Context: an optimization exercise on an open-source flow, tuned for small area and a short achievable clock period. The choices shown serve that exercise and are no tape-out recipe.
At most, simulation tests tie the RTL to the original design; equivalence was not proved.
Power and IR drop assume default switching activity.

==> flow/design.v (excerpt) <==
module mm_top (
  input  logic        clk,
  input  logic        rst_n,
  input  logic        i_awvalid,
  output logic        o_awready,
  input  logic [7:0]  i_awaddr,
  input  logic        i_wvalid,
  output logic        o_wready,
  input  logic [31:0] i_wdata,
  input  logic [3:0]  i_wstrb,
  output logic        o_bvalid,
  input  logic        i_bready,
  output logic [1:0]  o_bresp,
  input  logic        i_arvalid,
  output logic        o_arready,
  input  logic [7:0]  i_araddr,
  output logic        o_rvalid,
  input  logic        i_rready,
  output logic [31:0] o_rdata,
  output logic [1:0]  o_rresp
);
  logic        bvalid_q;
  logic        bslverr_q;
  logic        start_q;
  logic        clear_q;
  logic        busy_q;
  logic        done_q;
  logic [2:0]  cnt_q;
  logic [17:0] mask_q;
  logic        full_q;
  logic        full;
  logic        accept;
  logic        wr_go;
  logic        wr_ctrl;
  logic        wr_opnd;
  logic [4:0]  wr_slot;
  logic        opnd_we;
  ...
Size in the first run: ~1600 cells after synthesis, roughly 410 flip-flops, ~100 I/O pins, roughly 20000 sq um of cells after synthesis.
export LEC_CHECK = 0
export ABC_CLOCK_PERIOD_IN_PS = 4000
export CAP_MARGIN = 20
export CORE_MARGIN = 2
export CORE_UTILIZATION = 60
export CTS_CLUSTER_DIAMETER = 100
export CTS_CLUSTER_SIZE = 24
export PLACE_DENSITY = 0.7
export SETUP_SLACK_MARGIN = 4.55
export SLEW_MARGIN = 20
export SYNTH_HIERARCHICAL = 1
create_clock -name core_clock -period 8.0 [get_ports {clk}]
standard.sh (not shown) runs the stock make flow with config.mk's settings and CLKGATE_MAP_FILE= SYNTH_SCRIPT=/design/flow/synth_recipe.tcl, a recipe that flattens the netlist after the stock synthesis.
==> flow/flow/run.sh <==
#!/bin/bash
# Layout flow: the standard ORFS flow (standard.sh: unchanged synthesis,
# scripts and settings from config.mk) with two layout changes:
#  - the port buffers that placement inserts are the smallest buffer instead of
#    the one buffer_ports picks by default (timing repair still resizes any on a
#    critical path);
#  - before the first resizing, split_ready.tcl puts the internal loads of the
#    gate that drives o_awready/o_wready behind a buffer of their own.
set -euo pipefail
here=$(pwd)
export BUFFER_PORTS_ARGS="-buffer_cell sky130_fd_sc_hd__buf_1"
export PRE_RESIZE_TCL="$here/flow/split_ready.tcl"
bash standard.sh > standard.log 2>&1
==> flow/flow/split_ready.tcl <==
# o_awready and o_wready are one gate of the write valids, which also drives
# the write logic inside. Move those inside loads behind a buffer of their
# own, so that the gate drives only the two port buffers and timing repair
# can make the port-to-port path short.
set obufs {}
set gnet ""
foreach port {o_awready o_wready} {
  foreach pin [get_pins -of_objects [get_nets $port]] {
    if {[get_property $pin direction] == "output"} {
      set inst [get_cells -of_objects $pin]
      lappend obufs [get_full_name $inst]
      foreach ipin [get_pins -of_objects $inst -filter "direction == input"] {
        set gnet [get_full_name [get_nets -of_objects $ipin]]
      }
    }
  }
}
set inside {}
foreach pin [get_pins -of_objects [get_nets $gnet]] {
  if {[get_property $pin direction] != "input"} { continue }
  if {[lsearch -exact $obufs [get_full_name [get_cells -of_objects $pin]]] >= 0} { continue }
  lappend inside [get_full_name $pin]
}
puts "split_ready: net $gnet, port buffers $obufs, [llength $inside] inside loads"
if {[llength $obufs] == 2 && [llength $inside] > 0} {
  insert_buffer -buffer_cell sky130_fd_sc_hd__buf_2 -net $gnet -load_pins $inside
}
Next try:
--- a/flow/design.v
+++ b/flow/design.v
@@ -992,25 +992,25 @@
   input  logic        i_rready,
   output logic [31:0] o_rdata,
   output logic [1:0]  o_rresp
 );
   logic        bvalid_q;
   logic        bslverr_q;
   logic        start_q;
   logic        clear_q;
   logic        busy_q;
   logic        done_q;
   logic [2:0]  cnt_q;
   logic [17:0] mask_q;
-  logic        full_q;
+  logic        newbit_q;
   logic        full;
   logic        accept;
   logic        wr_go;
   logic        wr_ctrl;
   logic        wr_opnd;
   logic [4:0]  wr_slot;
   logic        opnd_we;
   assign wr_go     = i_awvalid && i_wvalid && !bvalid_q;
   assign o_awready = wr_go;
   assign o_wready  = wr_go;
   assign wr_ctrl = (i_awaddr == 8'h00);
   assign wr_opnd = (i_awaddr[1:0] == 2'b00) &&
@@ -1083,36 +1083,37 @@
     for (int r = 0; r < 3; r++)
       for (int c = 0; c < 3; c++)
         if (wr_b && wr_row[r] && wr_col[c]) b_q[r][c] <= i_wdata[7:0];
   end
   always_ff @(posedge clk) begin
     for (int k = 0; k < 3; k++)
       bsel_q[k] <= ({8{ph_j_next[0]}} & b_q[k][0]) |
                    ({8{ph_j_next[1]}} & b_q[k][1]) |
                    ({8{ph_j_next[2]}} & b_q[k][2]);
   end
   always_ff @(posedge clk or negedge rst_n) begin
     if (!rst_n) begin
-      mask_q <= '0;
-      full_q <= 1'b0;
+      mask_q   <= '0;
+      newbit_q <= 1'b0;
     end else begin
-      full_q <= (&mask_q) && !clear_q;
+      newbit_q <= 1'b0;
       if (clear_q) begin
         mask_q <= '0;
       end else if (opnd_we) begin
         mask_q[wr_slot] <= 1'b1;
+        newbit_q        <= !mask_q[wr_slot];
       end
     end
   end
-  assign full = full_q;
+  assign full = (&mask_q) && !newbit_q;
   assign accept = start_q && full && !busy_q;
   always_ff @(posedge clk or negedge rst_n) begin
     if (!rst_n) begin
       busy_q <= 1'b0;
       done_q <= 1'b0;
     end else if (accept) begin
       busy_q <= 1'b1;
       done_q <= 1'b0;
     end else if (busy_q && cnt_q == 3'd7) begin
       busy_q <= 1'b0;
       done_q <= 1'b1;
     end
Via count decreases by 1.0%.
Clock skew goes up by 10 ps.
Critical path depth grows by 1.
Total power grows by 0.45%.
Worst hold slack barely changes.
Global-route usage grows by 0.11 points.
Die area goes down by 0.58%.
First-iteration DRC count is higher by 4.9%.
Core utilization rises by 1.8 points.
Final area is higher by 0.85%.
Function not checked in the first run of this note: the RTL went through the layout flow alone.

static timing again, ports no longer ideal:
The results above use ideal ports. As a check the final layouts listed here were re-extracted and re-timed, cells and wires unchanged. Step 1, drivers: a clkbuf_16 drives clk and a buf_2 each remaining input, both assumed. Step 2 moves the port delays by t, midway between the first and last clock arrival at a register: inputs arrive t later, outputs are due t later. That takes back most of the time a late clock gives input paths. Three values: ideal ports, drivers, drivers and shift; two values: the first two.
| run | t (ns) | setup WS [ns] | worst setup path at the end | latest minus earliest clock arrival (ns) | pins driven straight from the clock port |
|---|---|---|---|---|---|
| the first run | 0.572 | 4.356 / 4.325 / 3.981 | input to register | 0.012 / 0.012 | 1 |
| the second run | 0.569 | 4.475 / 4.443 / 4.025 | input to register | 0.022 / 0.021 | 1 |
After both steps every run listed still meets setup and hold. The setup slack of the second run, which loses most, moves by -0.032 ns with the drivers and by -0.450 ns with both steps.
